What follows belongs to an exercise in optimizing a design on an open flow for small area and a short achievable clock period; a production flow would make more cautious choices.
Only simulation tests tie the RTL to the original design; equivalence was not proved.
No activity file was given, so power comes from the tool's default toggle rates.

==> flow/config.mk <==
export PLATFORM = sky130hd
export DESIGN_NAME = cray_core_top
export DESIGN_NICKNAME = cray_core_top
export VERILOG_FILES = /design/flow/design.v
export SDC_FILE = /design/flow/constraint.sdc
export NUM_CORES = 4
export LEC_CHECK = 0
export CAP_MARGIN = 20
export CORE_MARGIN = 2
export CORE_UTILIZATION = 40
export SLEW_MARGIN = 20
==> flow/constraint.sdc <==
create_clock -name core_clock -period 6.0 [get_ports {clk}]
set_input_delay 1.2000 -clock core_clock [delete_from_list [all_inputs] [get_ports {clk}]]
set_output_delay 1.2000 -clock core_clock [all_outputs]
set_load 0.01 [all_outputs]
==> flow/design.v <==
`timescale 1ns/1ns
`default_nettype none
package cray_pkg;
   typedef logic [15:0] parcel_t;    
   typedef logic [23:0] addr_t;      
   typedef logic [63:0] word_t;      
   typedef logic [7:0]  xa_t;        
   typedef logic [6:0]  vl_t;        
   localparam int            XP_WORDS    = 16;    
   localparam int            XP_CNT_W    = 4;
   localparam vl_t           VL_RESET    = 7'd64;
   localparam logic [17:0]   LIMIT_RESET = 18'h3FFFF;
   typedef enum logic [6:0] {
      OP_EXCH0  = 7'o000,
      OP_SET_VL = 7'o002,
      OP_EXCH4  = 7'o004,
      OP_IMM22  = 7'o020,    
      OP_IMM6   = 7'o022,
      OP_AADD   = 7'o030,
      OP_ASUB   = 7'o031
   } opcode_e;
   typedef enum logic [2:0] {
      XP_EXECUTE,
      XP_CLEAR_IBUF,
      XP_FETCH,
      XP_LOAD_WAIT,
      XP_STORE,
      XP_LOAD,
      XP_DONE
   } xp_state_e;
   typedef struct packed {
      xp_state_e             state;
      logic [XP_CNT_W-1:0]   cnt;      
      logic                  store;    
      logic                  load;     
   } xp_ctl_t;
   typedef struct packed {
      logic          wr_en;
      logic [6:0]    op;
      logic [2:0]    i;
      logic [2:0]    j;
      logic [2:0]    k;
      logic [21:0]   imm22;
   } a_op_t;
endpackage
`default_nettype wire
`timescale 1ns/1ns
`default_nettype none
module xp_sequencer
(
   input  wire      clk,
   input  wire      rst,
   input  wire      i_nip_vld,
   input  wire      i_exch_req,
   input  cray_pkg::addr_t    i_p,
   input  cray_pkg::xa_t      i_xa,
   input  cray_pkg::word_t    i_store_word,
   output cray_pkg::xp_ctl_t  o_ctl,
   output cray_pkg::xa_t      o_active_xa,
   output logic     o_clear_ibufs,
   output cray_pkg::addr_t    o_p_addr,
   output logic     o_mem_ce,
   output logic     o_mem_wr_en,
   output cray_pkg::word_t    o_data_to_mem
);
   localparam logic [cray_pkg::XP_CNT_W-1:0] CNT_LAST = 4'(cray_pkg::XP_WORDS - 1);
   cray_pkg::xp_state_e            state;
   logic [cray_pkg::XP_CNT_W-1:0]  cnt;
   cray_pkg::xa_t                  active_xa;
   logic                 storing;
   always_ff @(posedge clk)
   begin
      if (rst)
         state <= cray_pkg::XP_CLEAR_IBUF;     
      else
         case (state)
            cray_pkg::XP_EXECUTE:    if (i_exch_req) state <= cray_pkg::XP_CLEAR_IBUF;
            cray_pkg::XP_CLEAR_IBUF: state <= cray_pkg::XP_FETCH;
            cray_pkg::XP_FETCH:      if (i_nip_vld) state <= cray_pkg::XP_LOAD_WAIT;    
            cray_pkg::XP_LOAD_WAIT:  state <= cray_pkg::XP_STORE;
            cray_pkg::XP_STORE:      if (cnt == CNT_LAST) state <= cray_pkg::XP_LOAD;
            cray_pkg::XP_LOAD:       if (cnt == CNT_LAST) state <= cray_pkg::XP_DONE;
            default:       state <= cray_pkg::XP_EXECUTE;     
         endcase
   end
   always_ff @(posedge clk)
   begin
      if (rst)
         cnt <= '0;
      else if (state == cray_pkg::XP_STORE || state == cray_pkg::XP_LOAD)
         cnt <= cnt + 1'b1;     
      else
         cnt <= '0;
   end
   always_ff @(posedge clk)
   begin
      if (rst)
         active_xa <= '0;
      else if (state == cray_pkg::XP_EXECUTE)
         active_xa <= i_xa;
   end
   assign storing       = (state == cray_pkg::XP_STORE);
   assign o_ctl.state   = state;
   assign o_ctl.cnt     = cnt;
   assign o_ctl.store   = storing;
   assign o_ctl.load    = (state == cray_pkg::XP_LOAD);
   assign o_active_xa   = active_xa;
   assign o_clear_ibufs = (state == cray_pkg::XP_CLEAR_IBUF) || (state == cray_pkg::XP_DONE);
   assign o_p_addr      = (state == cray_pkg::XP_EXECUTE) ? i_p : {10'b0, active_xa, cnt, 2'b00};
   assign o_mem_ce      = storing;
   assign o_mem_wr_en   = storing;
   assign o_data_to_mem = storing ? i_store_word : '0;
endmodule
`default_nettype wire
`timescale 1ns/1ns
`default_nettype none
module parcel_issue
(
   input  wire      clk,
   input  wire      rst,
   input  cray_pkg::xp_ctl_t  i_ctl,
   input  cray_pkg::parcel_t  i_nip_nxt,
   input  wire      i_nip_vld,
   input  cray_pkg::word_t    i_word_nxt,
   output cray_pkg::a_op_t    o_a_op,
   output logic     o_exch_req,
   output logic     o_set_vl,
   output logic     o_k_zero,
   output cray_pkg::addr_t    o_p
);
   cray_pkg::parcel_t  nip, cip, lip;
   logic     nip_vld, cip_vld, lip_vld;
   logic     two_parcel_nip;
   logic     shift;
   logic     a_wr;
   logic [6:0]         op;
   cray_pkg::addr_t    p_addr;
   assign op             = cip[15:9];
   assign two_parcel_nip = nip_vld && (nip[15:9] == cray_pkg::OP_IMM22);
   assign o_exch_req     = cip_vld && (op == cray_pkg::OP_EXCH0 || op == cray_pkg::OP_EXCH4);
   assign shift          = (i_ctl.state == cray_pkg::XP_EXECUTE) && i_nip_vld && !o_exch_req;
   always_ff @(posedge clk)
   begin
      if (rst || i_ctl.state == cray_pkg::XP_DONE)
      begin
         nip     <= '0;
         cip     <= '0;
         lip     <= '0;
         nip_vld <= 1'b0;
         cip_vld <= 1'b0;
         lip_vld <= 1'b0;
      end
      else if (shift)
      begin
         nip     <= two_parcel_nip ? '0 : i_nip_nxt;    
         lip     <= i_nip_nxt;
         cip     <= nip;
         nip_vld <= !two_parcel_nip;
         cip_vld <= nip_vld;
         lip_vld <= two_parcel_nip;     
      end
   end
   always_comb
   begin
      case (op)
         cray_pkg::OP_IMM6, cray_pkg::OP_AADD, cray_pkg::OP_ASUB: a_wr = 1'b1;
         cray_pkg::OP_IMM22:                  a_wr = lip_vld;
         default:                   a_wr = 1'b0;
      endcase
   end
   assign o_a_op.wr_en = shift && cip_vld && a_wr;
   assign o_a_op.op    = op;
   assign o_a_op.i     = cip[8:6];
   assign o_a_op.j     = cip[5:3];
   assign o_a_op.k     = cip[2:0];
   assign o_a_op.imm22 = {cip[5:0], lip};
   assign o_set_vl = shift && cip_vld && (op == cray_pkg::OP_SET_VL);
   assign o_k_zero = (cip[2:0] == 3'd0);
   always_ff @(posedge clk)
   begin
      if (rst)
         p_addr <= '0;
      else if (shift)
         p_addr <= p_addr + 1'b1;
      else if (i_ctl.load && i_ctl.cnt == '0)
         p_addr <= i_word_nxt[47:24];
   end
   assign o_p = p_addr;
endmodule
`default_nettype wire
`timescale 1ns/1ns
`default_nettype none
module addr_unit
(
   input  wire      clk,
   input  wire      rst,
   input  cray_pkg::xp_ctl_t  i_ctl,
   input  cray_pkg::a_op_t    i_a_op,
   input  cray_pkg::word_t    i_word_nxt,
   output cray_pkg::addr_t    o_ak,
   output cray_pkg::addr_t    o_ex_data
);
   cray_pkg::addr_t  a_rf [8];
   cray_pkg::addr_t  aj, ak;
   cray_pkg::addr_t  result;
   logic   xp_wr;
   assign aj = (i_a_op.j == 3'd0) ? '0 : a_rf[i_a_op.j];
   assign ak = (i_a_op.k == 3'd0) ? '0 : a_rf[i_a_op.k];
   always_comb
   begin
      case (i_a_op.op)
         cray_pkg::OP_AADD:  result = aj + ak;     
         cray_pkg::OP_ASUB:  result = aj - ak;
         cray_pkg::OP_IMM6:  result = {18'b0, i_a_op.j, i_a_op.k};
         cray_pkg::OP_IMM22: result = {2'b0, i_a_op.imm22};
         default:  result = '0;
      endcase
   end
   assign xp_wr = i_ctl.load && !i_ctl.cnt[3];
   always_ff @(posedge clk)
   begin
      if (rst)
      begin
         for (int n = 0; n < 8; n++)
            a_rf[n] <= '0;
      end
      else if (xp_wr)
         a_rf[i_ctl.cnt[2:0]] <= i_word_nxt[23:0];
      else if (i_a_op.wr_en)
         a_rf[i_a_op.i] <= result;
   end
   assign o_ak      = ak;
   assign o_ex_data = a_rf[i_ctl.cnt[2:0]];    
endmodule
`default_nettype wire
`timescale 1ns/1ns
`default_nettype none
module xp_context
(
   input  wire      clk,
   input  wire      rst,
   input  cray_pkg::xp_ctl_t  i_ctl,
   input  cray_pkg::word_t    i_word_nxt,
   input  wire      i_set_vl,
   input  cray_pkg::addr_t    i_ak,
   input  wire      i_k_zero,
   input  cray_pkg::addr_t    i_p,
   input  cray_pkg::addr_t    i_ex_data,
   input  cray_pkg::xa_t      i_active_xa,
   output cray_pkg::xa_t      o_xa,
   output cray_pkg::word_t    o_store_word
);
   logic [17:0]  base_addr;
   logic [17:0]  limit_addr;
   cray_pkg::xa_t          xa;
   cray_pkg::vl_t          vl;
   always_ff @(posedge clk)
   begin
      if (rst)
      begin
         base_addr  <= '0;
         limit_addr <= cray_pkg::LIMIT_RESET;
         xa         <= '0;
         vl         <= cray_pkg::VL_RESET;
      end
      else if (i_ctl.load)
      begin
         if (i_ctl.cnt == 4'd1) base_addr  <= i_word_nxt[45:28];
         if (i_ctl.cnt == 4'd2) limit_addr <= i_word_nxt[45:28];
         if (i_ctl.cnt == 4'd3)
         begin
            xa <= i_word_nxt[47:40];
            vl <= i_word_nxt[39:33];
         end
      end
      else if (i_set_vl)
         vl <= i_k_zero ? 7'd1 : i_ak[6:0];    
   end
   assign o_xa = xa;
   always_comb
   begin
      case (i_ctl.cnt)
         4'd0:    o_store_word = {16'b0, i_p, i_ex_data};
         4'd1:    o_store_word = {18'b0, base_addr, 4'b0, i_ex_data};
         4'd2:    o_store_word = {18'b0, limit_addr, 4'b0, i_ex_data};
         4'd3:    o_store_word = {16'b0, i_active_xa, vl, 9'b0, i_ex_data};
         4'd4, 4'd5, 4'd6, 4'd7:
                  o_store_word = {40'b0, i_ex_data};
         default: o_store_word = '0;     
      endcase
   end
endmodule
`default_nettype wire
`timescale 1ns/1ns
`default_nettype none
module cray_core_top
(
   input  wire      clk,
   input  wire      rst,
   input  cray_pkg::parcel_t  i_nip_nxt,
   input  cray_pkg::word_t    i_word_nxt,
   input  wire      i_nip_vld,
   output cray_pkg::addr_t    o_p_addr,
   output logic     o_clear_ibufs,
   output logic     o_mem_ce,
   output cray_pkg::word_t    o_data_to_mem,
   output logic     o_mem_wr_en
);
   cray_pkg::xp_ctl_t  ctl;
   cray_pkg::a_op_t    a_op;
   logic     exch_req;
   logic     set_vl;
   logic     k_zero;
   cray_pkg::addr_t    p_addr;
   cray_pkg::addr_t    ak;
   cray_pkg::addr_t    ex_data;
   cray_pkg::xa_t      xa;
   cray_pkg::xa_t      active_xa;
   cray_pkg::word_t    store_word;
   xp_sequencer u_seq (
      .clk           (clk),
      .rst           (rst),
      .i_nip_vld     (i_nip_vld),
      .i_exch_req    (exch_req),
      .i_p           (p_addr),
      .i_xa          (xa),
      .i_store_word  (store_word),
      .o_ctl         (ctl),
      .o_active_xa   (active_xa),
      .o_clear_ibufs (o_clear_ibufs),
      .o_p_addr      (o_p_addr),
      .o_mem_ce      (o_mem_ce),
      .o_mem_wr_en   (o_mem_wr_en),
      .o_data_to_mem (o_data_to_mem)
   );
   parcel_issue u_issue (
      .clk        (clk),
      .rst        (rst),
      .i_ctl      (ctl),
      .i_nip_nxt  (i_nip_nxt),
      .i_nip_vld  (i_nip_vld),
      .i_word_nxt (i_word_nxt),
      .o_a_op     (a_op),
      .o_exch_req (exch_req),
      .o_set_vl   (set_vl),
      .o_k_zero   (k_zero),
      .o_p        (p_addr)
   );
   addr_unit u_addr (
      .clk        (clk),
      .rst        (rst),
      .i_ctl      (ctl),
      .i_a_op     (a_op),
      .i_word_nxt (i_word_nxt),
      .o_ak       (ak),
      .o_ex_data  (ex_data)
   );
   xp_context u_ctx (
      .clk          (clk),
      .rst          (rst),
      .i_ctl        (ctl),
      .i_word_nxt   (i_word_nxt),
      .i_set_vl     (set_vl),
      .i_ak         (ak),
      .i_k_zero     (k_zero),
      .i_p          (p_addr),
      .i_ex_data    (ex_data),
      .i_active_xa  (active_xa),
      .o_xa         (xa),
      .o_store_word (store_word)
   );
endmodule
`default_nettype wire
==> flow/run.sh <==
#!/bin/bash
# synth_recipe.tcl (not shown) runs the flow's synth.tcl, then flattens the netlist and writes it again
# the make line also repeats each setting of config.mk as NAME=value (left out here)
make -C /OpenROAD-flow-scripts/flow DESIGN_CONFIG=/design/flow/config.mk WORK_HOME=/design/flow/orfs CLKGATE_MAP_FILE= SYNTH_SCRIPT=/design/flow/synth_recipe.tcl finish
==> run_results.csv <==
group,metric,value,unit
sta,final.setup.tns,0,ns
global_routing,grt_usage,25.5,%
place,placed_cells,2679,
synthesis,ys_async_sr_fraction,0,%
synthesis,synth_ff_type,"sky130_fd_sc_hd__edfxtp_1",
global_routing,grt_antenna_before_repair,0,
clock_network,worst_skew_late_latency,0.57,ns
synthesis,number_of_synthesized_register_bits,339,
clock_network,cts_setup_buffers,0,
detailed_routing,drc,0,
layout,antennaDiodeCount,0,
worst_setup_path,worst_setup_path_category,"register to register",
clock_network,cts-buffers-inserted,39,
synthesis,syn_inst,1968,
place,placed_cell_area,22200,µm²
worst_setup_path,worstPathMaxFanout,21,
worst_setup_path,cp_data_arrival_time,5.85,ns
sta,timing_worst_slew_pin_value,1.07,ns
layout,count_of_filler_cells_inserted_in_the_layout,4542,
min_path,holdCritPathClass,"register to register",
sta,final_period_utilization,92.6,%
synthesis,synth.yosys.warnings,4,
synthesis,seq_area_frac_synth,43.5,%
global_routing,grt_max_degree,104,
die,placeableCoreArea,49200,µm²
clock_network,ctsLongestPathBuffers,3,
layout,postLayoutCoreUtil,47.7,%
die,std_cell_rows,81,
sta,setup_viol_count_final,0,
layout,layout.cells.non_filler,2750,
detailed_routing,via_per_inst,6.02,
place,hpwl,44100,µm
sta,finalWorstPathRequiredPeriod,5.55,ns
clock_network,cts.clk_slew.worst_paths,0.06,ns
synthesis,postSynthAreaPerCell,10.2,µm²
synthesis,ys_top_cells_by_area,"sky130_fd_sc_hd__edfxtp_1, sky130_fd_sc_hd__dfxtp_1, sky130_fd_sc_hd__mux4_2, sky130_fd_sc_hd__nor2_1, sky130_fd_sc_hd__nand2_1",
worst_setup_path,startpoint_type,"register",
detailed_routing,dr_total_vias,16553,
synthesis,synthDistinctLibCells,81,
layout,fin_area,23400,µm²
synthesis,synth_edf_count,192,
detailed_routing,post_drt_wl_per_cell,24.5,µm
detailed_routing,wl,67500,µm
sta,fin_worst_skew,0.0255,ns
place,io_buffer_count,141,
synthesis,yosys.area.top_type_share,28.8,%
synthesis,synth_most_common_cell,"sky130_fd_sc_hd__nor2_1",
layout,drive_gt1_share,13.8,%
worst_setup_path,crit_path_capture_type,"register",
die,floorplan.die.height,228,µm
synthesis,synth_largest_area_cell,"sky130_fd_sc_hd__edfxtp_1",
sta,rsz0062_at_grt,"no",
detailed_routing,dr.first_iter.drc_count,1960,
pwr,cellLeakagePower,7.89,nW
sta,final-hold-violation-count,0,
layout,layout.nets,2169,
sta,max_slew_margin,28.9,%
flow_run,max_cap_violations,0,
detailed_routing,antenna_left,0,
die,dieWidth,228,µm
sta,timing.final.max_slew_violations,0,
die,die-area,51900,µm²
synthesis,synth_commonest_cells,"sky130_fd_sc_hd__nor2_1, sky130_fd_sc_hd__nand2_1, sky130_fd_sc_hd__edfxtp_1, sky130_fd_sc_hd__dfxtp_1, sky130_fd_sc_hd__a21oi_1",
pwr,power_density,251,nW/µm²
outcome,status,"no timing/DRC/antenna violations",
die,initial_utilization,40.7,%
pwr,power.ir.vdd_worst,177,µV
place,gp_routability_congestion,0.949,
global_routing,first_global_vias,16160,
detailed_routing,drt_first_pass_iters,6,
clock_network,htree_levels,2,
clock_network,cts_tree,"built",
worst_setup_path,worst_ep_required_time,6.30,ns
clock_network,clock-sinks,339,
die,num_io_pins,174,
sta,max_freq,0.180,GHz
synthesis,netlist_area_before_placement,20000,µm²
global_routing,global_route.overflow_total,0,
global_routing,grt_first_pass_wirelength,101000,µm
clock_network,clk_root_buffer_cell,"sky130_fd_sc_hd__clkbuf_16",
sta,finalHoldWorstSlack,0.454,ns
layout,area_delta_synth_final,17.0,%
flip-flops by register name, indices dropped and copies added (netlist names), named ones only:
register,cells
u_addr.a_rf,192
u_ctx.base_addr,18
u_ctx.limit_addr,18
u_ctx.vl,7
u_ctx.xa,8
u_issue.cip,16
u_issue.cip_vld,1
u_issue.lip,16
u_issue.lip_vld,1
u_issue.nip,16
u_issue.nip_vld,1
u_issue.p_addr,24
u_seq.active_xa,8
u_seq.cnt,4
u_seq.state,3
worst paths after layout:
kind                                                   from                               end  slack [ns]  depth (start not counted)
worst min register to register  u_issue.nip[3]$_SDFFE_PP0P_       u_issue.nip[3]$_SDFFE_PP0P_        0.45                          2
worst min-delay path            u_issue.nip[3]$_SDFFE_PP0P_       u_issue.nip[3]$_SDFFE_PP0P_        0.45                          2
worst max-delay path                               register  u_addr.a_rf[5][23]$_SDFFCE_PN0P_        0.45                         19
worst max register to register                     register  u_addr.a_rf[5][23]$_SDFFCE_PN0P_        0.45                         19
kinds of logic after synthesis:
family	share of synthesized area (%)
and+or+nand+nor	18.3
muxes	19.7
xor gates and xnor gates	1.75
DFF	43.5
AOI/OAI and AO/OA	10.9
other	0.0187
buffers and inverters	3.89
adders and majority gates	1.91
area by class of cell:
type                    count  area [µm²]  area share (%)
clock inverters            18         163           0.694
inverters                  11        41.3           0.176
well taps                 664         831            3.55
clock buffers              53        1110            4.74
flip-flops and latches    339        8720            37.2
repair buffers            194        1920            8.18
multi-input cells        1471       10600            45.4
placed cells by master (no fill, tap or decap), types with 8 or more instances in the layout:
cell                                n
sky130_fd_sc_hd__dfxtp_1          140
sky130_fd_sc_hd__xor2_1            19
sky130_fd_sc_hd__a221oi_1           9
sky130_fd_sc_hd__xnor2_1           21
sky130_fd_sc_hd__mux4_1            14
sky130_fd_sc_hd__inv_1             11
sky130_fd_sc_hd__mux2i_1           68
sky130_fd_sc_hd__nor2_1           345
sky130_fd_sc_hd__clkbuf_16         41
sky130_fd_sc_hd__nand2b_1          14
sky130_fd_sc_hd__nand3_1           41
sky130_fd_sc_hd__nand3b_1          23
sky130_fd_sc_hd__a21o_1            11
sky130_fd_sc_hd__clkdlybuf4s50_1  140
sky130_fd_sc_hd__a31oi_1           12
sky130_fd_sc_hd__buf_12             9
sky130_fd_sc_hd__conb_1            16
sky130_fd_sc_hd__nand2_1          294
sky130_fd_sc_hd__o21ai_0           35
sky130_fd_sc_hd__buf_4             44
sky130_fd_sc_hd__nor3_1            22
sky130_fd_sc_hd__ha_1              29
sky130_fd_sc_hd__a21oi_1          141
sky130_fd_sc_hd__and2_1            18
sky130_fd_sc_hd__and3_1            21
sky130_fd_sc_hd__or3_1              8
sky130_fd_sc_hd__o21ai_1            9
sky130_fd_sc_hd__mux4_2           129
sky130_fd_sc_hd__a22oi_1           38
sky130_fd_sc_hd__edfxtp_1         192
sky130_fd_sc_hd__clkbuf_1           8
sky130_fd_sc_hd__a222oi_1          10
report_power, final:
group          switching, mW  internal [mW]  leakage [nW]
Clock                   1.00           1.39         0.621
Combinational          0.500          0.387          4.10
Sequential            0.0704           2.52          3.18
Total                   1.57           4.30          7.89
layer usage:
| layer | global-route usage, % | share of wire (%) | wire [µm] | vias to the layer above |
|---|---|---|---|---|
| met5 | 0 | 0 | 0 | - |
| met4 | 10.6 | 3.8 | 2580 | 0 |
| met3 | 4.31 | 8.2 | 5540 | 157 |
| met2 | 41.5 | 47 | 32000 | 819 |
| met1 | 33.8 | 40 | 27300 | 8189 |
| li1 | - | - | - | 7388 |
what timing repair did:
action                                 CTS  global route
endpoints found under the hold margin    0             0
setup endpoints to repair                0             6
resized for setup                        0             1
hold buffers                             0             0
critical path: stages, from the launching register on:
cell and delay [ns]:
sky130_fd_sc_hd__dfxtp_2 0.81, sky130_fd_sc_hd__mux4_2 0.40, sky130_fd_sc_hd__or2_2 0.29, sky130_fd_sc_hd__nand4_1 0.15, sky130_fd_sc_hd__ha_1 0.19, sky130_fd_sc_hd__nand2_1 0.10
sky130_fd_sc_hd__nor3_2 0.27, sky130_fd_sc_hd__nand4b_1 0.23, sky130_fd_sc_hd__o31ai_1 0.31, sky130_fd_sc_hd__xor2_1 0.11, sky130_fd_sc_hd__ha_1 0.39, sky130_fd_sc_hd__a21o_1 0.21
sky130_fd_sc_hd__a31o_2 0.22, sky130_fd_sc_hd__a21o_1 0.18, sky130_fd_sc_hd__a31oi_1 0.19, sky130_fd_sc_hd__nand2_1 0.12, sky130_fd_sc_hd__a2111o_1 0.42, sky130_fd_sc_hd__and3_1 0.21
sky130_fd_sc_hd__a211oi_4 0.42, sky130_fd_sc_hd__nor2_1 0.07
metrics by stage:
stage / total power, mW / worst slack [ns]
6_report: 5.87 / 0.445
5_1_grt: 6.08 / 0.0844
4_1_cts: 5.89 / 0.473
3_5_place_dp: 3.52 / 0.504
3_3_place_gp: 3.50 / 0.449
2_1_floorplan: 3.23 / 0.877

separate check: timing with driven ports:
In the flow no input, the clock included, has a driving cell. The finished layout below was timed again as built, in two steps. Step 1: set_driving_cell puts a clkbuf_16 on clk and a buf_2 on each other input, an assumption about the parent block. Step 2 also shifts input and output timing later by t, the mid clock arrival at the registers, as if the neighbouring blocks saw the same clock. Three values: ideal, step 1, step 2; two values: the first two.
shift t [ns]: 0.608
setup WS [ns]: 0.445 / 0.445 / 0.445
hold WS [ns]: 0.454 / 0.454 / 0.454
worst setup path at the end: register to register
After both steps setup and hold are still met in this run. For this run, drivers alone change the setup slack by 0.000 ns; drivers and shift together by 0.000 ns.
